Background: an optimization exercise with open tools, aiming at small area, a short achievable clock period and few clock cycles per item. Do not read the settings as production practice.
The RTL was checked by simulation tests, not by an equivalence proof against the original design.
Power is estimated from default activity; no workload was simulated.

## flow/config.mk

```make
export PLATFORM = sky130hd
export DESIGN_NAME = trailing_moving_average
export DESIGN_NICKNAME = trailing_moving_average
export VERILOG_FILES = /design/flow/design.v
export SDC_FILE = /design/flow/constraint.sdc
export NUM_CORES = 4
export LEC_CHECK = 0
export CAP_MARGIN = 20
export CORE_MARGIN = 2
export CORE_UTILIZATION = 40
export CTS_CLUSTER_DIAMETER = 100
export CTS_CLUSTER_SIZE = 24
export SETUP_SLACK_MARGIN = 5
export SLEW_MARGIN = 20
```

## flow/run.sh

```bash
#!/bin/bash
# synth_recipe.tcl (not shown) runs the flow's synth.tcl, then flattens the netlist and writes it again
# the make line also repeats each setting of config.mk as NAME=value (left out here)
make -C /OpenROAD-flow-scripts/flow DESIGN_CONFIG=/design/flow/config.mk WORK_HOME=/design/flow/orfs CLKGATE_MAP_FILE= SYNTH_SCRIPT=/design/flow/synth_recipe.tcl finish
```

## flow/constraint.sdc

```tcl
create_clock -name core_clock -period 8.0 [get_ports {i_clk}]
set_input_delay 1.6000 -clock core_clock [delete_from_list [all_inputs] [get_ports {i_clk}]]
set_output_delay 1.6000 -clock core_clock [all_outputs]
set_load 0.01 [all_outputs]
```

## flow/design.v

```verilog
`timescale 1ns / 1ps
`default_nettype none
package tma_pkg;
    localparam int MAX_WINDOW = 64;
    localparam int DATA_W     = 32;
    localparam int CFG_W      = 7;
    localparam int SLOT_W     = $clog2(MAX_WINDOW);
    localparam int CNT_W      = $clog2(MAX_WINDOW + 1);
    localparam int SUM_W      = DATA_W + SLOT_W;
    localparam int ITER_W     = $clog2(SUM_W);
    localparam logic [CFG_W-1:0] WINDOW_RESET = CFG_W'(4);
    typedef struct packed {
        logic cfg_write;
        logic accept;
        logic read_old;
        logic update;
        logic div_load;
        logic div_step;
        logic out_load;
    } t_ctrl_cmd;
    typedef struct packed {
        logic div_last;
    } t_dp_status;
    function automatic logic [CNT_W-1:0] eff_window(input logic [CFG_W-1:0] v);
        logic [CNT_W-1:0] w;
        if (v == '0) begin
            w = CNT_W'(1);
        end else if (int'(v) > MAX_WINDOW) begin
            w = CNT_W'(MAX_WINDOW);
        end else begin
            w = CNT_W'(v);
        end
        eff_window = w;
    endfunction
endpackage
`default_nettype wire
`timescale 1ns / 1ps
`default_nettype none
module trailing_moving_average (
    input  wire logic                              i_clk,
    input  wire logic                              i_rst_n,
    input  wire logic                              i_valid,
    output logic                                   o_stall,
    input  wire logic signed [tma_pkg::DATA_W-1:0] i_sample,
    input  wire logic                              i_first_of_set,
    output logic                                   o_valid,
    input  wire logic                              i_stall,
    output logic signed [tma_pkg::DATA_W-1:0]      o_average,
    input  wire logic                              i_cfg_valid,
    output logic                                   o_cfg_ready,
    input  wire logic [tma_pkg::CFG_W-1:0]         i_cfg_data
);
    localparam int DW    = 32;
    localparam int SW    = 38;
    localparam int LW    = 6;               
    localparam int DIV_S = DW / 2;          
    logic en;       
    logic sk_v;     
    assign o_stall     = sk_v;
    assign o_cfg_ready = !sk_v;
    logic [LW-1:0] wm1;                
    logic [LW:0]   fill;               
    logic [LW:0]   f;
    logic          full;
    logic [LW-1:0] g_m1;
    assign f    = i_first_of_set ? '0 : fill;
    assign full = !i_first_of_set && (fill > {1'b0, wm1});
    assign g_m1 = (i_cfg_data == 7'd0) ? 6'd0 : (i_cfg_data >= 7'd64) ? 6'd63 : 6'(i_cfg_data - 7'd1);
    always_ff @(posedge i_clk) begin
        if (!i_rst_n) begin
            wm1  <= 6'd3;
            fill <= '0;
        end else if (en) begin
            if (i_cfg_valid) begin
                wm1  <= g_m1;
                fill <= '0;
            end else if (i_valid) begin
                fill <= i_first_of_set ? 7'd1 : full ? fill : fill + 7'd1;
            end
        end
    end
    logic [DW-1:0] so [LW+1];          
    logic [DW-1:0] last;               
    assign so[0] = i_sample;
    for (genvar i = 0; i < LW; i++) begin : g_seg
        localparam int J = LW - 1 - i;
        localparam int L = 1 << J;
        logic [DW-1:0] e [L];
        always_ff @(posedge i_clk) begin
            if (en && i_valid) begin
                e[0] <= so[i];
                for (int k = 1; k < L; k++) begin
                    e[k] <= e[k-1];
                end
            end
        end
        assign so[i+1] = wm1[J] ? e[L-1] : so[i];
    end
    always_ff @(posedge i_clk) begin
        if (en && i_valid) begin
            last <= so[LW];
        end
    end
    logic          v2, clr2;
    logic [DW:0]   dl2;
    logic [LW-1:0] m2;                 
    logic [DW:0]   dl_full;
    assign dl_full = {i_sample[DW-1], i_sample} - {last[DW-1], last};
    always_ff @(posedge i_clk) begin
        if (!i_rst_n) begin
            v2 <= 1'b0;
        end else if (en) begin
            v2 <= i_valid;
        end
    end
    always_ff @(posedge i_clk) begin
        if (en) begin
            dl2  <= full ? dl_full : {i_sample[DW-1], i_sample};
            clr2 <= i_first_of_set || (fill == '0);
            m2   <= full ? wm1 : f[LW-1:0];
        end
    end
    logic          v3;
    logic [SW-1:0] sum;
    logic [SW-1:0] u3;
    logic [LW-1:0] m3;
    logic [LW+1:0] c3;                 
    logic [SW-1:0] base;
    logic [SW-1:0] dl_x;
    logic [DW-1:0] lo;                 
    logic [LW:0]   n2;
    assign base = clr2 ? '0 : sum;
    assign dl_x = {{(SW-DW-1){dl2[DW]}}, dl2};
    assign n2   = {1'b0, m2} + 7'd1;
    assign lo   = {1'b0, base[DW-2:0]} + {1'b0, dl_x[DW-2:0]};
    always_ff @(posedge i_clk) begin
        if (!i_rst_n) begin
            v3 <= 1'b0;
        end else if (en) begin
            v3 <= v2;
        end
    end
    always_ff @(posedge i_clk) begin
        if (en) begin
            m3 <= m2;
            c3 <= {1'b0, m2, 1'b0} + {2'b00, m2} + 8'd2;
            u3 <= {base[SW-1:DW-1] + dl_x[SW-1:DW-1] + n2 + {6'd0, lo[DW-1]}, lo[DW-2:0]};
            if (v2) begin
                sum <= {base[SW-1:DW-1] + dl_x[SW-1:DW-1] + {6'd0, lo[DW-1]}, lo[DW-2:0]};
            end
        end
    end
    logic          dv [DIV_S];
    logic [5:0]    dr [DIV_S];
    logic [DW-1:0] dx [DIV_S];
    logic [LW-1:0] dm [DIV_S];
    logic [LW+1:0] dc [DIV_S];
    for (genvar s = 0; s < DIV_S; s++) begin : g_div
        logic          iv;
        logic [LW-1:0] im;
        logic [LW+1:0] ic;
        logic [5:0]    r0, r1;
        logic [DW-1:0] x0;
        logic [7:0]    trial;
        logic [8:0]    d1, d2, d3;
        logic [1:0]    q;
        if (s == 0) begin : g_first
            assign iv = v3;
            assign im = m3;
            assign ic = c3;
            assign r0 = u3[SW-1:DW];
            assign x0 = u3[DW-1:0];
        end else begin : g_next
            assign iv = dv[s-1];
            assign im = dm[s-1];
            assign ic = dc[s-1];
            assign r0 = dr[s-1];
            assign x0 = dx[s-1];
        end
        assign trial = {r0, x0[DW-1:DW-2]};
        assign d1    = {1'b0, trial} + ~{3'b000, im};           
        assign d2    = {1'b0, trial} + ~{2'b00, im, 1'b1};       
        assign d3    = {1'b0, trial} + ~{1'b0, ic};              
        always_comb begin
            if (!d3[8]) begin
                q  = 2'd3;
                r1 = d3[5:0];
            end else if (!d2[8]) begin
                q  = 2'd2;
                r1 = d2[5:0];
            end else if (!d1[8]) begin
                q  = 2'd1;
                r1 = d1[5:0];
            end else begin
                q  = 2'd0;
                r1 = trial[5:0];
            end
        end
        always_ff @(posedge i_clk) begin
            if (!i_rst_n) begin
                dv[s] <= 1'b0;
            end else if (en) begin
                dv[s] <= iv;
            end
        end
        always_ff @(posedge i_clk) begin
            if (en) begin
                dr[s] <= r1;
                dx[s] <= {x0[DW-3:0], q};
                dm[s] <= im;
                dc[s] <= ic;
            end
        end
    end
    logic          vl;
    logic [DW-1:0] res;
    logic          out_v;
    logic [DW-1:0] out_d, sk_d;
    logic          pop, push;
    assign vl   = dv[DIV_S-1];
    assign res  = {~dx[DIV_S-1][DW-1], dx[DIV_S-1][DW-2:0]}
                + {31'd0, !dx[DIV_S-1][DW-1] && (dr[DIV_S-1] != '0)};
    assign pop  = out_v && !i_stall;
    assign push = en && vl;
    always_ff @(posedge i_clk) begin
        if (!i_rst_n) begin
            out_v <= 1'b0;
            sk_v  <= 1'b0;
            en    <= 1'b1;
        end else begin
            out_v <= pop ? (sk_v || push) : (out_v || push);
            sk_v  <= sk_v ? !pop : (out_v && !pop && push);
            en    <= sk_v ? pop : !(out_v && !pop && push);
        end
    end
    always_ff @(posedge i_clk) begin
        if (!out_v || !i_stall) begin
            out_d <= sk_v ? sk_d : res;
        end
        if (en) begin
            sk_d <= res;
        end
    end
    assign o_valid   = out_v;
    assign o_average = out_d;
endmodule
`default_nettype wire
```

==> results of run 1 <==
-- worst min path at each step --
stage              start         end  slack [ns]  cells past startpoint
6_report       dx[14][0]   dx[15][2]        0.37                      0
5_1_grt        dx[7][25]   dx[8][27]        0.40                      0
4_1_cts        dx[7][25]   dx[8][27]        0.39                      0
3_5_place_dp      u3[11]   dx[0][13]        0.40                      0
3_3_place_gp   dx[9][15]  dx[10][17]        0.40                      0
2_1_floorplan      u3[8]   dx[0][10]        0.40                      0
-- power breakdown --
group / internal, W / switching, W / total (W)
sequential: 0.0200 / 0.000839 / 0.0209
combinational: 0.00324 / 0.00379 / 0.00703
clock: 0.00368 / 0.00473 / 0.00841
total: 0.0269 / 0.00937 / 0.0363
-- cells in the mapped netlist (all sizes together) (28+ instances only) --
library cell and count:
nand3 52, inv 356, nor2 176, fa 53
o211ai 33, dfxtp 34, xor2 107, xnor2 158
o21ai 127, o21bai 57, mux2i 58, edfxtp 3044
nand2b 28, nand4 36, clkbuf 58, a21o 208
nand2 155, nor2b 67, nor3 36, a211oi 34
a21oi 257, ha 409, mux2 265
-- sequential cells by signal, summed over array words and instances, names as in the netlist, 5 cells and up --
register  cells
fill          7
m3            5
sk_d         32
dv           16
u3           38
dc          105
dx          512
dm           90
wm1           6
g_seg.e    2016
c3            8
last         32
dl2          33
out_d        32
sum          38
m2            6
dr           96
-- layer usage --
metal  vias up  global-route usage, %  part of all wire, %
li1      23910                      -                    -
met1     25685                   17.7                   47
met2       654                   19.9                   47
met3       282                   1.82                  3.4
met4         8                   3.32                  2.4
met5         -                      0                0.025
-- critical path, cell delays in order (launching register included) --
cell and delay [ns]:
edfxtp_1 0.39, buf_6 0.15, buf_12 0.14, nor2b_4 0.13, ha_4 0.13, a21o_1 0.13, nand4_1 0.16, a21oi_2 0.28
o21ai_2 0.13, a2111oi_4 0.37, o2111ai_2 0.19, a21oi_2 0.27, ha_4 0.19, inv_2 0.04, fa_2 0.39, nor2b_2 0.13
o21ai_2 0.08, a21boi_2 0.17, o21ai_1 0.08, nand2b_1 0.11, xnor2_2 0.13, xnor2_1 0.09
-- cell type report --
class,count,area (µm²)
flip-flops and latches,3078,92100
clock inverters,18,191
inverters,360,1360
multi-input cells,2549,22100
repair inverters,1,7.51
diodes,2,5.00
clock buffers,173,4070
well taps,3762,4710
repair buffers,294,3330
fillers,24245,157000
-- cells by family after synthesis --
logic type      count (synthesis)  share of synthesized area [%]
simple gates                  620                           2.64
compound gates                879                           5.01
buf+inv                       435                           1.45
fa+ha+maj                     462                           5.39
mux                           323                           3.19
flops                        3078                           80.3
xor+xnor                      265                           2.02
-- through the flow --
step | instance area (µm²) | util [%] | setup WS [ns]
finish | 128000 | 44.8 | 3.88
global route | 128000 | 44.8 | 3.66
CTS | 127000 | 44.5 | 3.89
detailed placement | 121000 | 42.3 | 2.68
global placement | 121000 | 42.3 | 2.61
floorplan | 115000 | - | -27.02
-- repair_timing --
item,in CTS,in global routing
buffers inserted,96,25
endpoints found under the setup margin,2462,869
gates cloned,19,6
pin swaps,58,53
hold buffers,0,0
gates resized for setup,469,149
==> impl_metrics.yaml, run 1 <==
route:
  routed-via-count: 50539
  ant_nets: 0
  routed_wl_um: 186000
  drc: 0
  drt_iter0_markers: 4045
  wire_per_inst_um: 18.1
  firstDrtPassIters: 5
  vias_per_cell: 4.94
clock_tree:
  cts_root_buffer: "clkbuf_16"
  clk_latency_ns: 0.86
  numCtsBuffers: 158
  cts.sinks: 3078
  clk_pin_slew_ns: 0.09
  htreeDepth: 4
  cts_tree: "yes"
  cts.path.max_buffers: 4
placed_design:
  dp.final_hpwl_um: 109000
  dp_cells: 9898
  globalplace.congestion: 0.801
  io_buffers: 79
worst_setup_path:
  startpoint_type: "flop"
  r2r_slack_ns: 3.88
  rr_endpoint: "u3[37]"
  worstSetupStartpoint: "clr2"
  critical_path.max_fanout: 7
  r2r_cells: 21
  required_ns: 8.61
  crit_end: "u3[37]"
  r2r-start: "clr2"
  path_class: "reg -> reg"
  end_kind: "flop"
  cp.arrival_ns: 4.74
final_layout:
  fin_nets: 6949
  areaGrowthSynthToFinish_pct: 11.5
  final_common_cell: "edfxtp_1"
  final_cells: 10237
  mostFrequentLayoutCells: "edfxtp_1 (3044), ha_1 (377), inv_1 (350), a21oi_1 (226), a21o_1 (208)"
  drive_gt1_share_pct: 13.7
grt:
  overflow: 0
  antenna_found_initial: 17
  track_usage_pct: 12.4
  grt_max_degree: 96
  grt_pass1_wl_um: 288000
  grt_pass1_vias: 50586
die:
  num_rows: 196
  die_h_um: 539
  die-area_um2: 291000
  initial_core_util_pct: 40.2
  io_pins: 80
  die_w_um: 539
  core_area_um2: 285000
synthesis:
  avgSynthCellArea_um2: 18.9
  ys_seq_area_share_pct: 80.3
  synth_edf_count: 3044
  synthCells: 6062
  synth.largest_area_cell: "edfxtp_1"
  yosysWarnings: 13
  ys.flop_type: "edfxtp_1"
  synth_nets: 6569
  synth.top_cell.area_share_pct: 79.7
  synthArstFlopShare_pct: 0
  synth-seq-cells: 3078
  ys_top_cells_by_area: "edfxtp_1 (80%), ha_1 (4.5%), mux2_2 (2.4%)"
  yosysUniqueCellTypes: 71
  syn_area_um2: 115000
sta:
  finalMaxSlewViolations: 0
  rsz0062_at_grt: "true"
  relSlewSlack_pct: 45.8
  fin_crit_ns: 4.12
  fmax_mhz: 243
  setup-violations-final: 0
  hold_violations: 0
  post-route-period-util_pct: 51.5
  whs_ns: 0.375
  tightest_slew_ns: 0.812
  finalClockSkew_ns: 0.0890
  fin_tns_setup_ns: 0
power:
  peakVddDrop_v: 0.000175
  power_density_nw_per_um2: 284
  p_leak_nw: 45.1
  power_w: 0.0363
min_path:
  hp-class: "reg -> reg"
flow_run:
  maxCapViolCount: 0
status:
  outcome: "complete, no violations"
Testbench counts, summed over its fixed seeds: cycles 4,976, items 4,800.
==> inputs of run 2 (changes only) <==
--- a/flow/design.v
+++ b/flow/design.v
@@ -129,10 +129,16 @@
     logic [SW-1:0] dl_x;
     logic [DW-1:0] lo;                 
     logic [LW:0]   n2;
+    logic [LW:0]   s_hi0, s_hi1;       
+    logic [LW:0]   u_hi0, u_hi1;       
     assign base = clr2 ? '0 : sum;
     assign dl_x = {{(SW-DW-1){dl2[DW]}}, dl2};
     assign n2   = {1'b0, m2} + 7'd1;
     assign lo   = {1'b0, base[DW-2:0]} + {1'b0, dl_x[DW-2:0]};
+    assign s_hi0 = base[SW-1:DW-1] + dl_x[SW-1:DW-1];
+    assign s_hi1 = base[SW-1:DW-1] + dl_x[SW-1:DW-1] + 7'd1;
+    assign u_hi0 = base[SW-1:DW-1] + dl_x[SW-1:DW-1] + n2;
+    assign u_hi1 = base[SW-1:DW-1] + dl_x[SW-1:DW-1] + {1'b0, m2} + 7'd2;
     always_ff @(posedge i_clk) begin
         if (!i_rst_n) begin
             v3 <= 1'b0;
@@ -144,9 +150,9 @@
         if (en) begin
             m3 <= m2;
             c3 <= {1'b0, m2, 1'b0} + {2'b00, m2} + 8'd2;
-            u3 <= {base[SW-1:DW-1] + dl_x[SW-1:DW-1] + n2 + {6'd0, lo[DW-1]}, lo[DW-2:0]};
+            u3 <= {lo[DW-1] ? u_hi1 : u_hi0, lo[DW-2:0]};
             if (v2) begin
-                sum <= {base[SW-1:DW-1] + dl_x[SW-1:DW-1] + {6'd0, lo[DW-1]}, lo[DW-2:0]};
+                sum <= {lo[DW-1] ? s_hi1 : s_hi0, lo[DW-2:0]};
             end
         end
     end
==> run 2 against run 1 <==
  * Sequential cell count did not move
  * Hold slack worse by 0.014 ns
  * First-iteration DRC count is 4.1% higher
  * Largest cell class unchanged
  * Fmax up 25%
==> impl_metrics.yaml, run 2 <==
status:
  outcome: "complete, no violations"
placed_design:
  place_area_um2: 121000
  io_buffers: 79
  dp.final_hpwl_um: 106000
  globalplace.congestion: 0.822
synthesis:
  synthCells: 6079
  yosysWarnings: 13
  ys.flop_type: "edfxtp_1"
  synthArstFlopShare_pct: 0
  synth_edf_count: 3044
  synth.mux.area_fraction_pct: 3.74
  synth-xor-area-share_pct: 2.22
  yosys-top-cells-count: "edfxtp_1 (3044), ha_1 (410), inv_1 (377)"
  yosys.cell_count.top_type: "edfxtp_1"
  synth-seq-cells: 3078
  synth_nets: 6591
  synth.largest_area_cell: "edfxtp_1"
  synth.top_cell.area_share_pct: 79.5
  yosysUniqueCellTypes: 69
  synth_compound_area_share_pct: 4.25
  synth_adder_area_share_pct: 5.46
  synth_top_family_by_area: "adder cells"
  syn_area_um2: 115000
  avgSynthCellArea_um2: 18.9
  synth-simple-area-share_pct: 2.65
  ys_seq_area_share_pct: 80.1
  ys_top_cells_by_area: "edfxtp_1 (80%), ha_1 (4.5%), mux2_4 (1.9%)"
route:
  ant_nets: 0
  wire_per_inst_um: 17.8
  vias_per_cell: 4.87
  routed_wl_um: 184000
  routed-via-count: 50268
  drt_iter0_markers: 4211
  firstDrtPassIters: 7
  drc: 0
final_layout:
  regMostFlops: "g_seg.e"
  largest_reg_flops: 2016
  reg_top3: "g_seg.e x2016, dx x512, dc x106"
  drive_gt1_share_pct: 17.1
  fin_nets: 7016
  final_area_um2: 130000
  areaGrowthSynthToFinish_pct: 12.7
  final_common_cell: "edfxtp_1"
  mostFrequentLayoutCells: "edfxtp_1 (3044), inv_1 (369), ha_1 (361), xnor2_1 (219), nand2_1 (211)"
min_path:
  min_from: "g_seg[0].e[22][15]"
  hp-class: "reg -> reg"
die:
  die_w_um: 540
  die-area_um2: 292000
  initial_core_util_pct: 40.3
  io_pins: 80
  die_h_um: 540
  num_rows: 196
  core_area_um2: 285000
flow_run:
  maxCapViolCount: 0
sta:
  relSlewSlack_pct: 41.6
  rsz0062_at_grt: "true"
  fmax_mhz: 302
  tightest_slew_ns: 0.867
  fin_tns_setup_ns: 0
  fin_crit_ns: 3.31
  post-route-period-util_pct: 41.4
  setup-violations-final: 0
  finalMaxSlewViolations: 0
  finalClockSkew_ns: 0.0808
  hold_violations: 0
worst_setup_path:
  startpoint_type: "flop"
  critical_path.max_fanout: 9
  required_ns: 8.58
  cp.arrival_ns: 3.89
  worst_path_most_repeated_cell: "nor2_1"
  crit_chain: "buf_12 -> nor2b_4 -> ha_1 -> a21o_1 -> a21oi_4 -> xnor2_2 -> inv_1 -> fa_1 -> nor2_1 -> nor2_1 -> o21bai_1 -> a21oi_2 -> xor2_1 -> mux2i_1 -> xnor2_1"
  r2r-start: "clr2"
  max_stage_delay_ns: 0.54
  end_kind: "flop"
  crit_buf_inv: 2
  crit_family: "adder cells"
  path_class: "reg -> reg"
  r2r_slack_ns: 4.69
  slowest_stage: "fa_1"
  worstSetupStartpoint: "clr2"
grt:
  grt_pass1_wl_um: 283000
  track_usage_pct: 12.1
  overflow: 0
  antenna_found_initial: 7
  grt_pass1_vias: 49719
  grt_max_degree: 201
power:
  pwr-share-clk_pct: 23.5
  pwr-share-comb_pct: 19.6
  power_density_nw_per_um2: 283
  seqPwrFrac_pct: 56.9
  p_sw_w: 0.00938
  p_leak_nw: 46.2
  peakVddDrop_v: 0.000175
  sw_frac_of_total_pct: 25.6
  intPower_w: 0.0272
clock_tree:
  cts_tree: "yes"
  cts_hold_buf: 0
  cts.sinks: 3078
  clk_latency_ns: 0.87
  clk_pin_slew_ns: 0.09
  numCtsBuffers: 157
  cts_root_buffer: "clkbuf_16"
  htreeDepth: 4
  cts.path.max_buffers: 4
-- run 2: cell types whose count changed in the layout (fill, tap and decap cells not counted), moves of 51 or more --
cell,previous run,this run
a21o_1,208,131
a21oi_1,226,175
buf_4,125,197
mux2_2,194,143
mux2_4,71,145
nand2_1,152,211
xnor2_1,154,219
-- run 2: worst paths after layout --
| check | endpoint | cells past startpoint |
|---|---|---|
| max | u3[37] | 15 |
| max reg2reg | u3[37] | 15 |
| min reg2reg | g_seg[0].e[23][15] | 0 |
| min | g_seg[0].e[23][15] | 0 |
-- run 2: power groups by stage --
stage                     logic (W)  clock network, W  registers [W]
after floorplan             0.00488                 0         0.0215
after global placement      0.00610                 0         0.0212
after detailed placement    0.00624                 0         0.0212
after CTS                   0.00671           0.00904         0.0209
after global routing        0.00801           0.00954         0.0211
final                       0.00716           0.00861         0.0208
-- run 2: timing repair --
item	CTS	global route
cloned	9	12
endpoints found under the setup margin	2391	1350
pin swaps	83	84
resized for setup	629	202
setup buffers	120	76
-- run 2: cell type report --
class | instances | area [µm²]
Clock buffer | 192 | 4170
Inverter | 382 | 1450
Antenna cell | 5 | 12.5
Clock inverter | 27 | 335
Tap cell | 3762 | 4710
Timing Repair Buffer | 351 | 3530
Sequential cell | 3078 | 92100
Fill cell | 24254 | 156000
Multi-Input combinational cell | 2534 | 23300
-- run 2: metal layers --
layer | up-vias | share of wire, % | global-route usage (%)
met5 | - | 0 | 0
met4 | 0 | 2.4 | 3.16
met3 | 294 | 3.7 | 1.74
met2 | 798 | 46 | 19.3
met1 | 25384 | 47 | 17.5
li1 | 23792 | - | -
-- run 2: stage by stage --
step | instances | hold WS, ns | setup slack, ns | utilization, % | power (W)
6_report | 10331 | 0.360 | 4.69 | 45.4 | 0.0366
5_1_grt | 10331 | 0.363 | 4.56 | 45.4 | 0.0386
4_1_cts | 10238 | 0.358 | 4.70 | 44.8 | 0.0366
3_5_place_dp | 9890 | 0.405 | 2.79 | 42.3 | 0.0275
3_3_place_gp | 9889 | 0.400 | 2.77 | 42.3 | 0.0273
2_1_floorplan | 6079 | 0.400 | -27.48 | - | 0.0264
-- run 2: cell families (layout without fill, tap and decap cells) --
family	after synthesis	count (layout)
adders and majority gates	467	467
and+or+nand+nor	657	657
xor gates and xnor gates	291	291
DFF	3078	3078
AOI/OAI and AO/OA	778	780
other	0	5
buffers and inverters	469	952
muxes	339	339
Testbench counts of run 2, summed over its fixed seeds: cycles 4,976, items 4,800.
==> inputs of run 3 (changes only) <==
--- a/flow/design.v
+++ b/flow/design.v
@@ -122,23 +122,17 @@
     end
     logic          v3;
     logic [SW-1:0] sum;
-    logic [SW-1:0] u3;
     logic [LW-1:0] m3;
     logic [LW+1:0] c3;                 
     logic [SW-1:0] base;
     logic [SW-1:0] dl_x;
     logic [DW-1:0] lo;                 
-    logic [LW:0]   n2;
     logic [LW:0]   s_hi0, s_hi1;       
-    logic [LW:0]   u_hi0, u_hi1;       
     assign base = clr2 ? '0 : sum;
     assign dl_x = {{(SW-DW-1){dl2[DW]}}, dl2};
-    assign n2   = {1'b0, m2} + 7'd1;
     assign lo   = {1'b0, base[DW-2:0]} + {1'b0, dl_x[DW-2:0]};
     assign s_hi0 = base[SW-1:DW-1] + dl_x[SW-1:DW-1];
     assign s_hi1 = base[SW-1:DW-1] + dl_x[SW-1:DW-1] + 7'd1;
-    assign u_hi0 = base[SW-1:DW-1] + dl_x[SW-1:DW-1] + n2;
-    assign u_hi1 = base[SW-1:DW-1] + dl_x[SW-1:DW-1] + {1'b0, m2} + 7'd2;
     always_ff @(posedge i_clk) begin
         if (!i_rst_n) begin
             v3 <= 1'b0;
@@ -150,7 +144,6 @@
         if (en) begin
             m3 <= m2;
             c3 <= {1'b0, m2, 1'b0} + {2'b00, m2} + 8'd2;
-            u3 <= {lo[DW-1] ? u_hi1 : u_hi0, lo[DW-2:0]};
             if (v2) begin
                 sum <= {lo[DW-1] ? s_hi1 : s_hi0, lo[DW-2:0]};
             end
@@ -165,41 +158,58 @@
         logic          iv;
         logic [LW-1:0] im;
         logic [LW+1:0] ic;
-        logic [5:0]    r0, r1;
-        logic [DW-1:0] x0;
-        logic [7:0]    trial;
-        logic [8:0]    d1, d2, d3;
+        logic [5:0]    r1;
+        logic [DW-3:0] x1;
         logic [1:0]    q;
         if (s == 0) begin : g_first
+            logic [8:0] t0, e3, e1;
             assign iv = v3;
             assign im = m3;
             assign ic = c3;
-            assign r0 = u3[SW-1:DW];
-            assign x0 = u3[DW-1:0];
+            assign x1 = sum[DW-3:0];
+            assign t0 = {sum[SW-1], sum[SW-1:DW-2]};
+            assign e3 = t0 + ~{3'b000, im};                      
+            assign e1 = t0 + {3'b000, im} + 9'd1;                
+            always_comb begin
+                if (!e3[8]) begin
+                    q  = 2'd3;
+                    r1 = e3[5:0];
+                end else if (!t0[8]) begin
+                    q  = 2'd2;
+                    r1 = t0[5:0];
+                end else if (!e1[8]) begin
+                    q  = 2'd1;
+                    r1 = e1[5:0];
+                end else begin
+                    q  = 2'd0;
+                    r1 = t0[5:0] + {im[4:0], 1'b0} + 6'd2;       
+                end
+            end
         end else begin : g_next
-            assign iv = dv[s-1];
-            assign im = dm[s-1];
-            assign ic = dc[s-1];
-            assign r0 = dr[s-1];
-            assign x0 = dx[s-1];
-        end
-        assign trial = {r0, x0[DW-1:DW-2]};
-        assign d1    = {1'b0, trial} + ~{3'b000, im};           
-        assign d2    = {1'b0, trial} + ~{2'b00, im, 1'b1};       
-        assign d3    = {1'b0, trial} + ~{1'b0, ic};              
-        always_comb begin
-            if (!d3[8]) begin
-                q  = 2'd3;
-                r1 = d3[5:0];
-            end else if (!d2[8]) begin
-                q  = 2'd2;
-                r1 = d2[5:0];
-            end else if (!d1[8]) begin
-                q  = 2'd1;
-                r1 = d1[5:0];
-            end else begin
-                q  = 2'd0;
-                r1 = trial[5:0];
+            logic [7:0] trial;
+            logic [8:0] d1, d2, d3;
+            assign iv    = dv[s-1];
+            assign im    = dm[s-1];
+            assign ic    = dc[s-1];
+            assign x1    = dx[s-1][DW-3:0];
+            assign trial = {dr[s-1], dx[s-1][DW-1:DW-2]};
+            assign d1    = {1'b0, trial} + ~{3'b000, im};           
+            assign d2    = {1'b0, trial} + ~{2'b00, im, 1'b1};       
+            assign d3    = {1'b0, trial} + ~{1'b0, ic};              
+            always_comb begin
+                if (!d3[8]) begin
+                    q  = 2'd3;
+                    r1 = d3[5:0];
+                end else if (!d2[8]) begin
+                    q  = 2'd2;
+                    r1 = d2[5:0];
+                end else if (!d1[8]) begin
+                    q  = 2'd1;
+                    r1 = d1[5:0];
+                end else begin
+                    q  = 2'd0;
+                    r1 = trial[5:0];
+                end
             end
         end
         always_ff @(posedge i_clk) begin
@@ -212,7 +222,7 @@
         always_ff @(posedge i_clk) begin
             if (en) begin
                 dr[s] <= r1;
-                dx[s] <= {x0[DW-3:0], q};
+                dx[s] <= {x1, q};
                 dm[s] <= im;
                 dc[s] <= ic;
             end
==> run 3 against run 2 <==
  * Worst setup slack worse by 0.071 ns
  * Critical path depth down 1
  * Sequential power down 2%
  * Register-to-register slack worse by 0.07 ns
  * Via count down 3.2%
  * Routed wire length down 5.0%
  * Sequential share of layout area up 0.96 points
  * Critical path type unchanged
==> impl_metrics.yaml, run 3 <==
status:
  outcome: "complete, no violations"
sta:
  finalMaxSlewViolations: 0
  hold_violations: 0
  finalClockSkew_ns: 0.0808
  fmax_mhz: 296
  rsz0062_at_grt: "true"
  setup-violations-final: 0
  tightest_slew_ns: 1.08
  relSlewSlack_pct: 28.0
  fin_tns_setup_ns: 0
  post-route-period-util_pct: 42.2
  fin_crit_ns: 3.38
worst_setup_path:
  path_class: "reg -> reg"
  rr_endpoint: "sum[28]"
  max_stage_delay_ns: 0.46
  critical_path.max_fanout: 5
  startpoint_type: "flop"
  r2r-start: "clr2"
  cp.arrival_ns: 3.95
  slowest_stage: "edfxtp_1"
  crit_chain: "buf_12 -> nor2b_4 -> ha_4 -> inv_2 -> fa_2 -> nand2b_4 -> a21oi_4 -> o211ai_1 -> o31ai_2 -> nand4_1 -> a311oi_2 -> buf_4 -> nor3_2 -> xnor2_1"
  end_kind: "flop"
  required_ns: 8.57
  r2r_slack_ns: 4.62
  r2r_cells: 14
route:
  vias_per_cell: 4.84
  routed-via-count: 48652
  routed_wl_um: 175000
  wire_per_inst_um: 17.4
  drt_iter0_markers: 3743
  ant_nets: 0
  drc: 0
  firstDrtPassIters: 7
grt:
  grt_pass1_vias: 48009
  grt_pass1_wl_um: 271000
  overflow: 0
  grt_max_degree: 183
  track_usage_pct: 11.8
  antenna_found_initial: 11
synthesis:
  synth_nets: 6390
  yosysUniqueCellTypes: 67
  synth_adder_area_share_pct: 5.32
  ys_seq_area_share_pct: 80.4
  synth.largest_area_cell: "edfxtp_1"
  synthArstFlopShare_pct: 0
  synth_top_family_by_area: "adder cells"
  yosys.cell_count.top_type: "edfxtp_1"
  synth.top_cell.area_share_pct: 79.8
  synth-simple-area-share_pct: 2.20
  synth-seq-cells: 3040
  synth.mux.area_fraction_pct: 3.89
  avgSynthCellArea_um2: 19.2
  syn_area_um2: 113000
  ys.flop_type: "edfxtp_1"
  ys_top_cells_by_area: "edfxtp_1 (80%), ha_1 (4.4%), mux2_4 (1.9%)"
  yosysWarnings: 13
  synth_edf_count: 3006
  synthCells: 5895
  synth_compound_area_share_pct: 4.51
  yosys-top-cells-count: "edfxtp_1 (3006), ha_1 (398), inv_1 (367)"
  synth-xor-area-share_pct: 2.16
die:
  die_w_um: 536
  num_rows: 195
  die-area_um2: 287000
  die_h_um: 536
  io_pins: 80
  core_area_um2: 282000
  initial_core_util_pct: 40.2
placed_design:
  globalplace.congestion: 0.821
  io_buffers: 79
  dp_cells: 9699
  dp.final_hpwl_um: 102000
clock_tree:
  numCtsBuffers: 158
  cts.sinks: 3040
  clk_pin_slew_ns: 0.09
  htreeDepth: 4
  cts_hold_buf: 0
  cts.path.max_buffers: 4
  clk_latency_ns: 0.82
  cts_root_buffer: "clkbuf_16"
  cts_tree: "yes"
flow_run:
  maxCapViolCount: 0
final_layout:
  mostFrequentLayoutCells: "edfxtp_1 (3006), inv_1 (358), ha_1 (341), nand2_1 (181), a21oi_1 (175)"
  final_common_cell: "edfxtp_1"
  regArea_um2: 91000
  multi_input_comb_area_um2: 21800
  largest_reg_flops: 2016
  areaGrowthSynthToFinish_pct: 11.6
  fillers: 23958
  regMostFlops: "g_seg.e"
  drive_gt1_share_pct: 15.7
  fin_nets: 6754
  reg_top3: "g_seg.e x2016, dx x512, dc x106"
  final_cells: 10054
power:
  p_leak_nw: 45.0
  power_density_nw_per_um2: 279
  peakVddDrop_v: 0.000177
min_path:
  min_from: "g_seg[1].e[6][31]"
  hp-class: "reg -> reg"
  holdPathStages: 0
  hold_path_end: "g_seg[1].e[7][31]"
-- run 3: power breakdown --
part | internal (W) | total (W) | leakage [nW] | switching (W)
sequential | 0.0196 | 0.0203 | 30.3 | 0.000726
clock | 0.00379 | 0.00849 | 2.16 | 0.00469
combinational | 0.00311 | 0.00645 | 12.5 | 0.00334
-- run 3: routing by layer --
metal  up-vias  routed length, µm  track usage, %
li1      23047                  -               -
met1     24678              84600            17.4
met2       680              80400            18.6
met3       247               5660            1.53
met4         0               3950            3.03
met5         -                  0               0
-- run 3: worst max-delay path, delay by kind of cell, from the launching register on --
kind                       cells  cell delay [ns]
AOI/OAI and AO/OA              4             1.05
xor gates and xnor gates       1             0.13
adders and majority gates      2             0.48
buffers and inverters          3             0.39
DFF                            1             0.46
and+or+nand+nor                4             0.61
-- run 3: worst max-delay path by stage --
stage / startpoint / end / cells after the start
finish: clr2 / sum[28] / 14
global route: clr2 / sum[28] / 14
CTS: clr2 / sum[30] / 13
detailed placement: i_sample[0] / dl2[30] / 12
global placement: i_sample[0] / dl2[30] / 12
floorplan: en / g_seg[0].e[0][0] / 2
-- run 3: kinds of logic (layout without fill, tap and decap cells) --
| family | count (synthesis) | count (layout) |
|---|---|---|
| AOI/OAI and AO/OA | 795 | 795 |
| adders and majority gates | 450 | 450 |
| and+or+nand+nor | 523 | 523 |
| DFF | 3040 | 3040 |
| muxes | 350 | 350 |
| buffers and inverters | 458 | 872 |
| xor gates and xnor gates | 279 | 279 |
| other | 0 | 2 |
-- run 3: cell type report --
| cell class | instances | share of cell area [%] |
|---|---|---|
| flip-flops and latches | 3040 | 72.0 |
| multi-input cells | 2397 | 17.3 |
| well taps | 3743 | 3.71 |
| clock buffers | 188 | 3.28 |
| repair buffers | 288 | 2.32 |
| inverters | 373 | 1.12 |
| clock inverters | 22 | 0.244 |
| repair inverters | 1 | 0.00396 |
| diodes | 2 | 0.00396 |
-- run 3: repair_timing --
item	CTS	global route
gates cloned	8	8
resized for setup	483	206
endpoints found under the hold margin	0	0
setup endpoints to repair	2445	1474
pin swaps	55	59
setup buffers	69	58
-- run 3: through the flow --
stage / power (W) / cell area [µm²] / util (%) / setup WS (ns) / hold slack, ns
2_1_floorplan: 0.0255 / 113000 / - / -27.34 / 0.400
3_3_place_gp: 0.0263 / 119000 / 42.2 / 2.35 / 0.400
3_5_place_dp: 0.0265 / 119000 / 42.2 / 2.35 / 0.405
4_1_cts: 0.0354 / 125000 / 44.4 / 4.66 / 0.386
5_1_grt: 0.0371 / 126000 / 44.8 / 4.54 / 0.383
6_report: 0.0352 / 126000 / 44.8 / 4.62 / 0.386
Testbench counts of run 3, summed over its fixed seeds: cycles 4,976, items 4,800.
==> inputs of run 4 (changes only) <==
--- a/flow/design.v
+++ b/flow/design.v
@@ -123,7 +123,6 @@
     logic          v3;
     logic [SW-1:0] sum;
     logic [LW-1:0] m3;
-    logic [LW+1:0] c3;                 
     logic [SW-1:0] base;
     logic [SW-1:0] dl_x;
     logic [DW-1:0] lo;                 
@@ -143,74 +142,39 @@
     always_ff @(posedge i_clk) begin
         if (en) begin
             m3 <= m2;
-            c3 <= {1'b0, m2, 1'b0} + {2'b00, m2} + 8'd2;
             if (v2) begin
                 sum <= {lo[DW-1] ? s_hi1 : s_hi0, lo[DW-2:0]};
             end
         end
     end
     logic          dv [DIV_S];
-    logic [5:0]    dr [DIV_S];
-    logic [DW-1:0] dx [DIV_S];
+    logic [LW:0]   dp [DIV_S];         
+    logic [DW-1:0] dx [DIV_S];         
     logic [LW-1:0] dm [DIV_S];
-    logic [LW+1:0] dc [DIV_S];
     for (genvar s = 0; s < DIV_S; s++) begin : g_div
+        localparam int K = (s == DIV_S - 1) ? 1 : 2;     
         logic          iv;
         logic [LW-1:0] im;
-        logic [LW+1:0] ic;
-        logic [5:0]    r1;
-        logic [DW-3:0] x1;
-        logic [1:0]    q;
+        logic [LW:0]   p [K+1];
+        logic [DW-1:0] x [K+1];
         if (s == 0) begin : g_first
-            logic [8:0] t0, e3, e1;
-            assign iv = v3;
-            assign im = m3;
-            assign ic = c3;
-            assign x1 = sum[DW-3:0];
-            assign t0 = {sum[SW-1], sum[SW-1:DW-2]};
-            assign e3 = t0 + ~{3'b000, im};                      
-            assign e1 = t0 + {3'b000, im} + 9'd1;                
-            always_comb begin
-                if (!e3[8]) begin
-                    q  = 2'd3;
-                    r1 = e3[5:0];
-                end else if (!t0[8]) begin
-                    q  = 2'd2;
-                    r1 = t0[5:0];
-                end else if (!e1[8]) begin
-                    q  = 2'd1;
-                    r1 = e1[5:0];
-                end else begin
-                    q  = 2'd0;
-                    r1 = t0[5:0] + {im[4:0], 1'b0} + 6'd2;       
-                end
-            end
+            assign iv   = v3;
+            assign im   = m3;
+            assign p[0] = sum[SW-1:DW-1];
+            assign x[0] = {sum[DW-2:0], !sum[SW-1]};
         end else begin : g_next
-            logic [7:0] trial;
-            logic [8:0] d1, d2, d3;
-            assign iv    = dv[s-1];
-            assign im    = dm[s-1];
-            assign ic    = dc[s-1];
-            assign x1    = dx[s-1][DW-3:0];
-            assign trial = {dr[s-1], dx[s-1][DW-1:DW-2]};
-            assign d1    = {1'b0, trial} + ~{3'b000, im};           
-            assign d2    = {1'b0, trial} + ~{2'b00, im, 1'b1};       
-            assign d3    = {1'b0, trial} + ~{1'b0, ic};              
-            always_comb begin
-                if (!d3[8]) begin
-                    q  = 2'd3;
-                    r1 = d3[5:0];
-                end else if (!d2[8]) begin
-                    q  = 2'd2;
-                    r1 = d2[5:0];
-                end else if (!d1[8]) begin
-                    q  = 2'd1;
-                    r1 = d1[5:0];
-                end else begin
-                    q  = 2'd0;
-                    r1 = trial[5:0];
-                end
-            end
+            assign iv   = dv[s-1];
+            assign im   = dm[s-1];
+            assign p[0] = dp[s-1];
+            assign x[0] = dx[s-1];
+        end
+        for (genvar k = 0; k < K; k++) begin : g_step
+            logic [LW:0] trial, pm, pp;
+            assign trial  = {p[k][LW-1:0], x[k][DW-1]};
+            assign pm     = trial + {1'b1, ~im};                 
+            assign pp     = trial + {1'b0, im} + 7'd1;           
+            assign p[k+1] = p[k][LW] ? pp : pm;
+            assign x[k+1] = {x[k][DW-2:0], !p[k+1][LW]};
         end
         always_ff @(posedge i_clk) begin
             if (!i_rst_n) begin
@@ -221,10 +185,9 @@
         end
         always_ff @(posedge i_clk) begin
             if (en) begin
-                dr[s] <= r1;
-                dx[s] <= {x1, q};
+                dp[s] <= p[K];
+                dx[s] <= x[K];
                 dm[s] <= im;
-                dc[s] <= ic;
             end
         end
     end
@@ -233,9 +196,12 @@
     logic          out_v;
     logic [DW-1:0] out_d, sk_d;
     logic          pop, push;
-    assign vl   = dv[DIV_S-1];
-    assign res  = {~dx[DIV_S-1][DW-1], dx[DIV_S-1][DW-2:0]}
-                + {31'd0, !dx[DIV_S-1][DW-1] && (dr[DIV_S-1] != '0)};
+    logic rem_nz;
+    assign rem_nz = dp[DIV_S-1][LW] ? (dp[DIV_S-1] != {1'b1, ~dm[DIV_S-1]})
+                                    : (dp[DIV_S-1] != '0);
+    assign vl     = dv[DIV_S-1];
+    assign res    = {~dx[DIV_S-1][DW-1], dx[DIV_S-1][DW-2:0]}
+                  + {31'd0, !dx[DIV_S-1][DW-1] && rem_nz};
     assign pop  = out_v && !i_stall;
     assign push = en && vl;
     always_ff @(posedge i_clk) begin
==> run 4 against run 3 <==
  * Power is 3.3% higher
  * Via count is 0.35% lower
  * Worst setup slack better by 0.048 ns
  * Fmax is 1.5% higher
  * Area after synthesis is 1.6% lower
  * Clock skew is 0.0084 ns lower
  * Register-to-register slack better by 0.07 ns
  * Hold slack worse by 0.024 ns
  * Global-route usage is 0.15 points lower
  * Combinational power is 19% higher
  * Largest cell class unchanged
  * Highest routed layer unchanged
==> impl_metrics.yaml, run 4 <==
min_path:
  min_from: "g_seg[0].e[13][15]"
  hold_path_end: "g_seg[0].e[14][15]"
  hp-class: "reg -> reg"
  holdPathStages: 0
worst_setup_path:
  r2r_slack_ns: 4.69
  max_stage_delay_ns: 0.38
  critical_path.max_fanout: 7
  rr_endpoint: "sum[32]"
  cp.arrival_ns: 3.88
  end_kind: "flop"
  crit_chain: "buf_2 -> ha_2 -> a21o_1 -> a21o_1 -> a21oi_2 -> o21ai_0 -> o211ai_1 -> o41ai_2 -> nor4bb_1 -> or3_1"
  required_ns: 8.55
  slowest_stage: "ha_2"
  startpoint_type: "input pin"
  path_class: "in -> reg"
  worst_path_most_repeated_cell: "a21o_1"
  r2r_cells: 13
  r2r-start: "clr2"
final_layout:
  regMostFlops: "g_seg.e"
  largest_reg_flops: 2016
  final_cells: 10208
  areaGrowthSynthToFinish_pct: 14.0
  final_common_cell: "edfxtp_1"
  mostFrequentLayoutCells: "edfxtp_1 (2916), ha_1 (379), inv_1 (328), buf_4 (294), nor2_1 (251)"
  drive_gt1_share_pct: 20.6
  fillers: 23341
  reg_top3: "g_seg.e x2016, dx x512, dp x112"
  fin_nets: 7016
clock_tree:
  numCtsBuffers: 155
  cts_root_buffer: "clkbuf_16"
  cts.sinks: 2950
  cts.path.max_buffers: 4
  cts_tree: "yes"
  htreeDepth: 4
  clk_pin_slew_ns: 0.09
  clk_latency_ns: 0.86
  cts_hold_buf: 0
synthesis:
  ys_seq_area_share_pct: 79.2
  synth.largest_area_cell: "edfxtp_1"
  synth-seq-cells: 2950
  avgSynthCellArea_um2: 18.9
  synthArstFlopShare_pct: 0
  syn_area_um2: 111000
  synthCells: 5907
  synth_edf_count: 2916
  yosysUniqueCellTypes: 73
  ys_top_cells_by_area: "edfxtp_1 (79%), ha_1 (5.1%), mux2_4 (1.9%)"
  yosys.cell_count.top_type: "edfxtp_1"
  yosysWarnings: 44
  ys.flop_type: "edfxtp_1"
  yosys-top-cells-count: "edfxtp_1 (2916), ha_1 (454), inv_1 (394)"
  synth.top_cell.area_share_pct: 78.6
  synth_nets: 6471
placed_design:
  dp_cells: 9676
  dp.final_hpwl_um: 96300
  io_buffers: 79
  globalplace.congestion: 0.802
route:
  drt_iter0_markers: 3763
  wire_per_inst_um: 16.8
  ant_nets: 0
  drc: 0
  routed-via-count: 48481
  firstDrtPassIters: 5
  routed_wl_um: 171000
  vias_per_cell: 4.75
power:
  seqPwrFrac_pct: 55.8
  p_sw_w: 0.00932
  peakVddDrop_v: 0.000217
  sw_frac_of_total_pct: 25.6
  pwr-share-clk_pct: 23.2
  power_density_nw_per_um2: 287
  intPower_w: 0.0271
  p_leak_nw: 46.4
  pwr-share-comb_pct: 21.0
sta:
  setup-violations-final: 0
  rsz0062_at_grt: "true"
  hold_violations: 0
  fin_crit_ns: 3.33
  post-route-period-util_pct: 41.6
  fin_tns_setup_ns: 0
  fmax_mhz: 300
  finalMaxSlewViolations: 0
  finalClockSkew_ns: 0.0724
  relSlewSlack_pct: 27.1
  tightest_slew_ns: 1.09
  whs_ns: 0.362
grt:
  track_usage_pct: 11.7
  antenna_found_initial: 6
  grt_max_degree: 188
  grt_pass1_wl_um: 267000
  grt_pass1_vias: 47971
  overflow: 0
die:
  io_pins: 80
  core_area_um2: 277000
  die-area_um2: 283000
  die_h_um: 532
  initial_core_util_pct: 40.2
  num_rows: 193
  die_w_um: 532
flow_run:
  maxCapViolCount: 0
status:
  outcome: "complete, no violations"
==> run 4: changes by cell type after synthesis, moves of 38 or more <==
cell / before / now
nor2_1: 90 / 274
edfxtp_1: 3006 / 2916
nand2_1: 199 / 121
a21o_1: 152 / 89
o211ai_1: 74 / 15
ha_1: 398 / 454
mux2i_1: 66 / 118
o21bai_1: 76 / 127
mux2_2: 140 / 96
xnor2_1: 171 / 209
==> run 4: power groups by stage <==
stage | sequential [W] | combinational [W] | clock [W]
after floorplan | 0.0209 | 0.00491 | 0
after global placement | 0.0206 | 0.00598 | 0
after detailed placement | 0.0206 | 0.00617 | 0
after CTS | 0.0203 | 0.00678 | 0.00888
after global routing | 0.0205 | 0.00846 | 0.00932
final | 0.0203 | 0.00765 | 0.00843
==> run 4: worst max path at each step <==
stage,end,depth (start not counted),startpoint
after floorplan,g_seg[0].e[0][0],3,en
after global placement,dl2[32],12,i_sample[0]
after detailed placement,dl2[32],12,i_sample[0]
after CTS,o_cfg_ready,4,sk_v
after global routing,sum[34],14,clr2
final,dl2[31],10,i_sample[24]
==> run 4: kinds of logic after synthesis <==
logic type | share of synthesized area (%)
compound gates | 4.00
fa+ha+maj | 6.27
xor+xnor | 2.34
simple gates | 2.53
mux | 3.97
buf+inv | 1.64
flops | 79.2
==> run 4: layer usage <==
layer  track usage, %  wire [µm]  vias to the layer above
met2             18.4      79000                      666
li1                 -          -                    23138
met4             3.87       5550                        0
met3             1.59       5900                      262
met5                0          0                        -
met1             16.7      80700                    24415
==> run 4: timing repair <==
action / CTS / global route
pin swaps: 120 / 289
setup endpoints to repair: 2083 / 701
buffers inserted: 155 / 158
cloned: 11 / 0
resized for setup: 562 / 421
==> run 4: critical path, delay by kind of cell <==
family                     cells  cell delay (ns)
AOI/OAI and AO/OA              6             1.13
and+or+nand+nor                2             0.52
adders and majority gates      1             0.38
buffers and inverters          1             0.24
==> run 4: metrics by stage <==
step                      power, W  area, µm²  util, %  setup WS, ns
after global placement      0.0266     117000     42.3          2.65
final                       0.0364     127000     45.9          4.67
after global routing        0.0383     127000     45.9          4.57
after detailed placement    0.0268     117000     42.3          2.60
after floorplan             0.0258     111000        -        -26.55
after CTS                   0.0360     124000     44.9          4.59
==> run 4: final cells by class <==
| cell class | instances | area, µm² | share of cell area [%] |
|---|---|---|---|
| Sequential cell | 2950 | 88300 | 69.5 |
| Multi-Input combinational cell | 2486 | 23800 | 18.8 |
| Tap cell | 3705 | 4640 | 3.65 |
| Timing Repair Buffer | 459 | 4210 | 3.32 |
| Clock buffer | 172 | 4010 | 3.16 |
| Inverter | 400 | 1520 | 1.20 |
| Clock inverter | 34 | 498 | 0.392 |
| Antenna cell | 2 | 5.00 | 0.00394 |
Testbench counts of run 4, summed over its fixed seeds: cycles 4,976, items 4,800.
==> inputs of run 5 (changes only) <==
--- a/flow/design.v
+++ b/flow/design.v
@@ -58,36 +58,55 @@
     logic sk_v;     
     assign o_stall     = sk_v;
     assign o_cfg_ready = !sk_v;
+    logic          v0, c0, f0;
+    logic [DW-1:0] d0;
+    logic [6:0]    g0;
+    always_ff @(posedge i_clk) begin
+        if (!i_rst_n) begin
+            v0 <= 1'b0;
+            c0 <= 1'b0;
+        end else if (en) begin
+            v0 <= i_valid;
+            c0 <= i_cfg_valid;
+        end
+    end
+    always_ff @(posedge i_clk) begin
+        if (en) begin
+            d0 <= i_sample;
+            f0 <= i_first_of_set;
+            g0 <= i_cfg_data;
+        end
+    end
     logic [LW-1:0] wm1;                
     logic [LW:0]   fill;               
     logic [LW:0]   f;
     logic          full;
     logic [LW-1:0] g_m1;
-    assign f    = i_first_of_set ? '0 : fill;
-    assign full = !i_first_of_set && (fill > {1'b0, wm1});
-    assign g_m1 = (i_cfg_data == 7'd0) ? 6'd0 : (i_cfg_data >= 7'd64) ? 6'd63 : 6'(i_cfg_data - 7'd1);
+    assign f    = f0 ? '0 : fill;
+    assign full = !f0 && (fill > {1'b0, wm1});
+    assign g_m1 = (g0 == 7'd0) ? 6'd0 : (g0 >= 7'd64) ? 6'd63 : 6'(g0 - 7'd1);
     always_ff @(posedge i_clk) begin
         if (!i_rst_n) begin
             wm1  <= 6'd3;
             fill <= '0;
         end else if (en) begin
-            if (i_cfg_valid) begin
+            if (c0) begin
                 wm1  <= g_m1;
                 fill <= '0;
-            end else if (i_valid) begin
-                fill <= i_first_of_set ? 7'd1 : full ? fill : fill + 7'd1;
+            end else if (v0) begin
+                fill <= f0 ? 7'd1 : full ? fill : fill + 7'd1;
             end
         end
     end
     logic [DW-1:0] so [LW+1];          
     logic [DW-1:0] last;               
-    assign so[0] = i_sample;
+    assign so[0] = d0;
     for (genvar i = 0; i < LW; i++) begin : g_seg
         localparam int J = LW - 1 - i;
         localparam int L = 1 << J;
         logic [DW-1:0] e [L];
         always_ff @(posedge i_clk) begin
-            if (en && i_valid) begin
+            if (en && v0) begin
                 e[0] <= so[i];
                 for (int k = 1; k < L; k++) begin
                     e[k] <= e[k-1];
@@ -97,7 +116,7 @@
         assign so[i+1] = wm1[J] ? e[L-1] : so[i];
     end
     always_ff @(posedge i_clk) begin
-        if (en && i_valid) begin
+        if (en && v0) begin
             last <= so[LW];
         end
     end
@@ -105,45 +124,70 @@
     logic [DW:0]   dl2;
     logic [LW-1:0] m2;                 
     logic [DW:0]   dl_full;
-    assign dl_full = {i_sample[DW-1], i_sample} - {last[DW-1], last};
+    assign dl_full = {d0[DW-1], d0} - {last[DW-1], last};
     always_ff @(posedge i_clk) begin
         if (!i_rst_n) begin
             v2 <= 1'b0;
         end else if (en) begin
-            v2 <= i_valid;
-        end
-    end
-    always_ff @(posedge i_clk) begin
-        if (en) begin
-            dl2  <= full ? dl_full : {i_sample[DW-1], i_sample};
-            clr2 <= i_first_of_set || (fill == '0);
+            v2 <= v0;
+        end
+    end
+    always_ff @(posedge i_clk) begin
+        if (en) begin
+            dl2  <= full ? dl_full : {d0[DW-1], d0};
+            clr2 <= f0 || (fill == '0);
             m2   <= full ? wm1 : f[LW-1:0];
         end
     end
-    logic          v3;
+    localparam int HB = 19;            
+    localparam int HW = SW - HB;       
+    logic          v3, clr3, c3;
+    logic [HB-1:0] lo;
+    logic [HW-1:0] dh3;
+    logic [LW-1:0] m3;
+    logic [SW-1:0] dl_x;
+    logic [HB:0]   lo_n;
+    assign dl_x = {{(SW-DW-1){dl2[DW]}}, dl2};
+    assign lo_n = {1'b0, clr2 ? {HB{1'b0}} : lo} + {1'b0, dl_x[HB-1:0]};
+    always_ff @(posedge i_clk) begin
+        if (!i_rst_n) begin
+            v3 <= 1'b0;
+        end else if (en) begin
+            v3 <= v2;
+        end
+    end
+    always_ff @(posedge i_clk) begin
+        if (en) begin
+            m3   <= m2;
+            clr3 <= clr2;
+            dh3  <= dl_x[SW-1:HB];
+            c3   <= lo_n[HB];
+            if (v2) begin
+                lo <= lo_n[HB-1:0];
+            end
+        end
+    end
+    logic          v4;
+    logic [HW-1:0] hi;
+    logic [HB-1:0] lo4;                
+    logic [LW-1:0] m4;
+    logic [HW:0]   hi_n;
     logic [SW-1:0] sum;
-    logic [LW-1:0] m3;
-    logic [SW-1:0] base;
-    logic [SW-1:0] dl_x;
-    logic [DW-1:0] lo;                 
-    logic [LW:0]   s_hi0, s_hi1;       
-    assign base = clr2 ? '0 : sum;
-    assign dl_x = {{(SW-DW-1){dl2[DW]}}, dl2};
-    assign lo   = {1'b0, base[DW-2:0]} + {1'b0, dl_x[DW-2:0]};
-    assign s_hi0 = base[SW-1:DW-1] + dl_x[SW-1:DW-1];
-    assign s_hi1 = base[SW-1:DW-1] + dl_x[SW-1:DW-1] + 7'd1;
-    always_ff @(posedge i_clk) begin
-        if (!i_rst_n) begin
-            v3 <= 1'b0;
-        end else if (en) begin
-            v3 <= v2;
-        end
-    end
-    always_ff @(posedge i_clk) begin
-        if (en) begin
-            m3 <= m2;
-            if (v2) begin
-                sum <= {lo[DW-1] ? s_hi1 : s_hi0, lo[DW-2:0]};
+    assign hi_n = {clr3 ? {HW{1'b0}} : hi, 1'b1} + {dh3, c3};
+    assign sum  = {hi, lo4};
+    always_ff @(posedge i_clk) begin
+        if (!i_rst_n) begin
+            v4 <= 1'b0;
+        end else if (en) begin
+            v4 <= v3;
+        end
+    end
+    always_ff @(posedge i_clk) begin
+        if (en) begin
+            m4  <= m3;
+            lo4 <= lo;
+            if (v3) begin
+                hi <= hi_n[HW:1];
             end
         end
     end
@@ -158,8 +202,8 @@
         logic [LW:0]   p [K+1];
         logic [DW-1:0] x [K+1];
         if (s == 0) begin : g_first
-            assign iv   = v3;
-            assign im   = m3;
+            assign iv   = v4;
+            assign im   = m4;
             assign p[0] = sum[SW-1:DW-1];
             assign x[0] = {sum[DW-2:0], !sum[SW-1]};
         end else begin : g_next
==> run 5 against run 4 <==
  * Sequential share of layout area increased by 1.2 points
  * Die area increased by 2.5%
  * Critical path depth increased by 3
  * Combinational power decreased by 2.7%
==> impl_metrics.yaml, run 5 <==
worst_setup_path:
  r2r_cells: 13
  slowest_stage: "edfxtp_1"
  required_ns: 8.52
  path_class: "reg -> reg"
  rr_endpoint: "dx[8][0]"
  r2r_slack_ns: 4.95
  cp.arrival_ns: 3.57
  startpoint_type: "flop"
  critical_path.max_fanout: 3
  end_kind: "flop"
  max_stage_delay_ns: 0.41
  r2r-start: "dm[7][0]"
  crit_chain: "inv_2 -> ha_4 -> inv_2 -> fa_2 -> nor2b_2 -> o21ai_2 -> a21oi_2 -> a21oi_2 -> xnor2_2 -> ha_1 -> o31a_1 -> mux2_4 -> xor2_1"
grt:
  grt_pass1_vias: 49083
  grt_pass1_wl_um: 271000
  grt_max_degree: 181
  antenna_found_initial: 7
  track_usage_pct: 11.6
  overflow: 0
sta:
  finalMaxSlewViolations: 0
  tightest_slew_ns: 1.06
  fmax_mhz: 328
  fin_tns_setup_ns: 0
  rsz0062_at_grt: "true"
  fin_crit_ns: 3.05
  relSlewSlack_pct: 29.2
  post-route-period-util_pct: 38.1
  setup-violations-final: 0
  hold_violations: 0
  finalClockSkew_ns: 0.105
min_path:
  holdPathStages: 0
  min_from: "g_seg[1].e[5][3]"
  hp-class: "reg -> reg"
  hold_path_end: "g_seg[1].e[6][3]"
clock_tree:
  clk_pin_slew_ns: 0.10
  htreeDepth: 4
  numCtsBuffers: 162
  cts_hold_buf: 0
  cts_root_buffer: "clkbuf_16"
  cts_tree: "yes"
  cts.sinks: 3034
  cts.path.max_buffers: 4
  clk_latency_ns: 0.87
synthesis:
  synthArstFlopShare_pct: 0
  yosysWarnings: 44
  synthCells: 6012
  ys_top_cells_by_area: "edfxtp_1 (79%), ha_1 (5.0%), mux2_4 (1.9%)"
  yosys-top-cells-count: "edfxtp_1 (2997), ha_1 (453), inv_1 (379)"
  synth_edf_count: 2997
  yosys.cell_count.top_type: "edfxtp_1"
  ys_seq_area_share_pct: 79.5
  synth-seq-cells: 3034
  synth_nets: 6575
  yosysUniqueCellTypes: 70
  avgSynthCellArea_um2: 19.0
  syn_area_um2: 114000
  ys.flop_type: "edfxtp_1"
  synth.top_cell.area_share_pct: 78.8
  synth.largest_area_cell: "edfxtp_1"
final_layout:
  reg_top3: "g_seg.e x2016, dx x512, dp x112"
  areaGrowthSynthToFinish_pct: 12.4
  post-route-util_pct: 45.1
  largest_reg_flops: 2016
  final_cells: 10314
  mostFrequentLayoutCells: "edfxtp_1 (2997), ha_1 (414), inv_1 (308), buf_4 (251), a21oi_1 (231)"
  drive_gt1_share_pct: 17.4
  regMostFlops: "g_seg.e"
  final_common_cell: "edfxtp_1"
  fillers: 24103
  final_area_um2: 128000
  fin_nets: 7052
power:
  power_w: 0.0364
  peakVddDrop_v: 0.000205
  p_leak_nw: 45.7
  power_density_nw_per_um2: 284
placed_design:
  place_area_um2: 120000
  io_buffers: 79
  dp.final_hpwl_um: 102000
  globalplace.congestion: 0.813
  dp_cells: 9821
route:
  firstDrtPassIters: 5
  vias_per_cell: 4.80
  drc: 0
  routed_wl_um: 175000
  ant_nets: 0
  routed-via-count: 49546
  drt_iter0_markers: 3877
  wire_per_inst_um: 17.0
status:
  outcome: "complete, no violations"
die:
  io_pins: 80
  initial_core_util_pct: 40.1
  die_h_um: 538
  core_area_um2: 284000
  die_w_um: 538
  die-area_um2: 290000
  num_rows: 196
flow_run:
  maxCapViolCount: 0
[run 5: cell count changes in the layout (fill, tap and decap cells not counted), sizes merged, moves of 31 or more]
cell	change
edfxtp	+81
xnor2	-37
buf	-102
clkdlybuf4s50	+31
a21o	-37
nor2	-65
a21oi	+34
[run 5: routing by layer]
layer / share of wire, % / GRT usage [%]
met5: 0 / 0
met4: 2.7 / 3.46
met3: 2.9 / 1.58
met2: 47 / 18.4
met1: 48 / 16.8
[run 5: power by group]
part           total [W]  switching, W  leakage (nW)  internal (W)
Clock            0.00861       0.00478          2.21       0.00383
Sequential        0.0203      0.000725          29.7        0.0196
Combinational    0.00744       0.00370          13.8       0.00374
[run 5: area by class of cell]
cell class                      count  area [µm²]  share of cell area (%)
Clock inverter                     28         347                   0.270
Timing Repair Buffer              389        3720                    2.90
Inverter                          384        1450                    1.13
Timing Repair inverter              1        5.00                 0.00390
Sequential cell                  3034       90700                    70.8
Antenna cell                        3        7.51                 0.00585
Tap cell                         3762        4710                    3.67
Multi-Input combinational cell   2517       23100                    18.0
Clock buffer                      196        4220                    3.29
[run 5: logic make-up (layout without fill, tap and decap cells)]
logic type | after synthesis | in the layout | share of synthesized area (%)
adders and majority gates | 518 | 518 | 6.11
AOI/OAI and AO/OA | 762 | 762 | 4.20
and+or+nand+nor | 612 | 612 | 2.59
xor gates and xnor gates | 278 | 278 | 2.22
other | 0 | 3 | 0
buffers and inverters | 461 | 998 | 1.59
DFF | 3034 | 3034 | 79.5
muxes | 347 | 347 | 3.80
[run 5: stage by stage]
step | setup WS, ns | hold WS [ns]
after CTS | 4.80 | 0.372
after global placement | 4.53 | 0.401
after floorplan | -26.93 | 0.400
final | 4.95 | 0.375
after detailed placement | 4.43 | 0.405
after global routing | 4.81 | 0.399
[run 5: critical path: cells and delay by family, from the launching register on]
family / cells / cell delay [ns]
fa+ha+maj: 3 / 0.86
flops: 1 / 0.41
mux: 1 / 0.29
compound gates: 4 / 0.60
simple gates: 1 / 0.13
xor+xnor: 2 / 0.32
buf+inv: 2 / 0.15
[run 5: repair_timing]
item	CTS	global route
resized for setup	334	291
pin swaps	99	208
setup buffers	151	101
endpoints found under the setup margin	1990	1495
gates cloned	8	6
[run 5: how the worst max path moves through the flow]
stage / depth (start not counted) / from / end / slack [ns]
2_1_floorplan: 3 / en / g_seg[0].e[0][0] / -26.93
5_1_grt: 9 / clr2 / lo[17] / 4.81
3_5_place_dp: 3 / en / d0[25] / 4.43
3_3_place_gp: 3 / en / dx[12][2] / 4.53
6_report: 13 / dm[7][0] / dx[8][0] / 4.95
4_1_cts: 3 / sk_v / o_cfg_ready / 4.80
Testbench counts of run 5, summed over its fixed seeds: cycles 4,992, items 4,800.
==> inputs of run 6 (changes only) <==
--- a/flow/config.mk
+++ b/flow/config.mk
@@ -7,7 +7,7 @@
 export LEC_CHECK = 0
 export CAP_MARGIN = 20
 export CORE_MARGIN = 2
-export CORE_UTILIZATION = 40
+export CORE_UTILIZATION = 55
 export CTS_CLUSTER_DIAMETER = 100
 export CTS_CLUSTER_SIZE = 24
 export SETUP_SLACK_MARGIN = 5
==> run 6 against run 5 <==
  * Combinational power is essentially flat
  * Clock power shrank 4.6%
  * Largest cell class unchanged
  * Sequential share of layout area grew 0.96 points
==> impl_metrics.yaml, run 6 <==
status:
  outcome: "complete, no violations"
synthesis:
  ys_top_cells_by_area: "edfxtp_1 (79%), ha_1 (5.0%), mux2_4 (1.9%)"
  syn_area_um2: 114000
  synth-simple-area-share_pct: 2.59
  synth_adder_area_share_pct: 6.11
  synth-seq-cells: 3034
  synth-xor-area-share_pct: 2.22
  synthArstFlopShare_pct: 0
  yosys-top-cells-count: "edfxtp_1 (2997), ha_1 (453), inv_1 (379)"
  yosysUniqueCellTypes: 70
  synth_compound_area_share_pct: 4.20
  synth.largest_area_cell: "edfxtp_1"
  synth_nets: 6575
  synth_top_family_by_area: "adder cells"
  ys.flop_type: "edfxtp_1"
  synthCells: 6012
  synth.mux.area_fraction_pct: 3.80
  avgSynthCellArea_um2: 19.0
  synth.top_cell.area_share_pct: 78.8
  yosysWarnings: 44
  ys_seq_area_share_pct: 79.5
  yosys.cell_count.top_type: "edfxtp_1"
  synth_edf_count: 2997
clock_tree:
  numCtsBuffers: 147
  htreeDepth: 4
  cts.path.max_buffers: 3
  cts.sinks: 3034
  clk_latency_ns: 0.86
  clk_pin_slew_ns: 0.09
  cts_tree: "yes"
  cts_root_buffer: "clkbuf_16"
min_path:
  min_from: "dx[4][24]"
  hp-class: "reg -> reg"
  holdPathStages: 0
  hold_path_end: "dx[5][26]"
sta:
  relSlewSlack_pct: 27.4
  tightest_slew_ns: 1.09
  finalMaxSlewViolations: 0
  finalClockSkew_ns: 0.0410
  post-route-period-util_pct: 38.7
  hold_violations: 0
  fin_tns_setup_ns: 0
  fmax_mhz: 323
  fin_crit_ns: 3.09
  rsz0062_at_grt: "true"
  setup-violations-final: 0
die:
  die-area_um2: 211000
  die_h_um: 460
  initial_core_util_pct: 55.2
  io_pins: 80
  core_area_um2: 207000
  die_w_um: 460
  num_rows: 167
placed_design:
  globalplace.congestion: 0.838
  io_buffers: 79
  dp.final_hpwl_um: 103000
  dp_cells: 8771
  place_area_um2: 119000
worst_setup_path:
  critical_path.max_fanout: 2
  rr_endpoint: "dx[7][0]"
  startpoint_type: "flop"
  crit_chain: "inv_4 -> buf_12 -> buf_6"
  max_stage_delay_ns: 0.38
  end_kind: "output port"
  required_ns: 6.40
  r2r_cells: 15
  cp.arrival_ns: 1.49
  path_class: "reg -> out"
  r2r_slack_ns: 4.93
  slowest_stage: "dfxtp_4"
  r2r-start: "dm[6][0]"
final_layout:
  final_area_um2: 127000
  reg_top3: "g_seg.e x2016, dx x512, dp x112"
  fillers: 14766
  drive_gt1_share_pct: 17.4
  largest_reg_flops: 2016
  final_common_cell: "edfxtp_1"
  mostFrequentLayoutCells: "edfxtp_1 (2997), ha_1 (410), inv_1 (313), buf_4 (268), a21oi_1 (230)"
  regMostFlops: "g_seg.e"
  regArea_um2: 90700
  final_cells: 9242
  areaGrowthSynthToFinish_pct: 10.9
  post-route-util_pct: 61.2
  fin_nets: 7044
  multi_input_comb_area_um2: 23200
flow_run:
  maxCapViolCount: 0
grt:
  grt_pass1_wl_um: 271000
  track_usage_pct: 16.4
  overflow: 0
  grt_pass1_vias: 48293
  antenna_found_initial: 7
  grt_max_degree: 230
route:
  drt_iter0_markers: 4165
  firstDrtPassIters: 5
  routed_wl_um: 175000
  routed-via-count: 49279
  wire_per_inst_um: 18.9
  vias_per_cell: 5.33
  drc: 0
  ant_nets: 0
power:
  p_leak_nw: 45.6
  power_w: 0.0360
  peakVddDrop_v: 0.000242
  power_density_nw_per_um2: 284
run 6: cell counts after synthesis:
No cell type changed its count.
run 6: worst max-delay path: cells and delay by family, from the launching register on:
kind                   cells  cell delay, ns
buffers and inverters      3            0.27
DFF                        1            0.38
run 6: worst max path at each step:
stage               cells past startpoint  startpoint          endpoint  slack, ns
floorplan                               3          en  g_seg[0].e[0][0]     -26.93
CTS                                     3        sk_v       o_cfg_ready       4.79
finish                                  3        sk_v       o_cfg_ready       4.91
global placement                        3     i_rst_n            wm1[5]       4.17
detailed placement                      3          en          dm[3][2]       4.39
global route                           13    dm[6][0]          dx[7][0]       4.76
run 6: cell type report:
type	count	share of cell area [%]
multi-input combinational	2517	18.3
inverter	384	1.15
tap	2704	2.67
clock buffer	184	3.05
timing repair buffer	396	2.83
clock inverter	21	0.279
timing repair inverter	1	0.00395
antenna	1	0.00198
sequential	3034	71.7
run 6: what timing repair did:
item	in CTS	in global routing
resized for setup	329	313
endpoints found under the setup margin	1807	399
cloned	7	1
hold buffers	0	0
buffers inserted	148	108
endpoints found under the hold margin	0	0
pin swaps	101	208
run 6: report_power, final:
part	switching (W)	leakage (nW)	internal (W)
sequential	0.000741	29.7	0.0196
clock	0.00468	2.04	0.00352
combinational	0.00365	13.8	0.00379
run 6: kinds of logic after synthesis:
family                   count (synthesis)
multiplexers                           347
AND/OR/NAND/NOR                        612
XOR/XNOR                               278
AO/OA/AOI/OAI                          762
adder cells (fa/ha/maj)                518
buffers and inverters                  461
flip-flops                            3034
run 6: layer usage:
metal / track usage, % / share of wire (%) / vias up
li1: - / - / 23538
met1: 24.5 / 48 / 24900
met2: 25.3 / 47 / 615
met3: 2.38 / 3.2 / 226
met4: 4.75 / 2.5 / 0
met5: 0 / 0 / -
run 6: metrics by stage:
step | worst slack, ns | hold WS [ns]
after global routing | 4.76 | 0.398
after global placement | 4.17 | 0.400
after floorplan | -26.93 | 0.400
after detailed placement | 4.39 | 0.405
final | 4.91 | 0.399
after CTS | 4.79 | 0.404

Check on run 6: ideal ports give 4.906 ns setup slack; a clkbuf_16 on the clock port and buf_2 on the inputs give 4.821 ns; moving port delays by the midpoint clock arrival (0.919 ns) as well gives 4.659 ns.
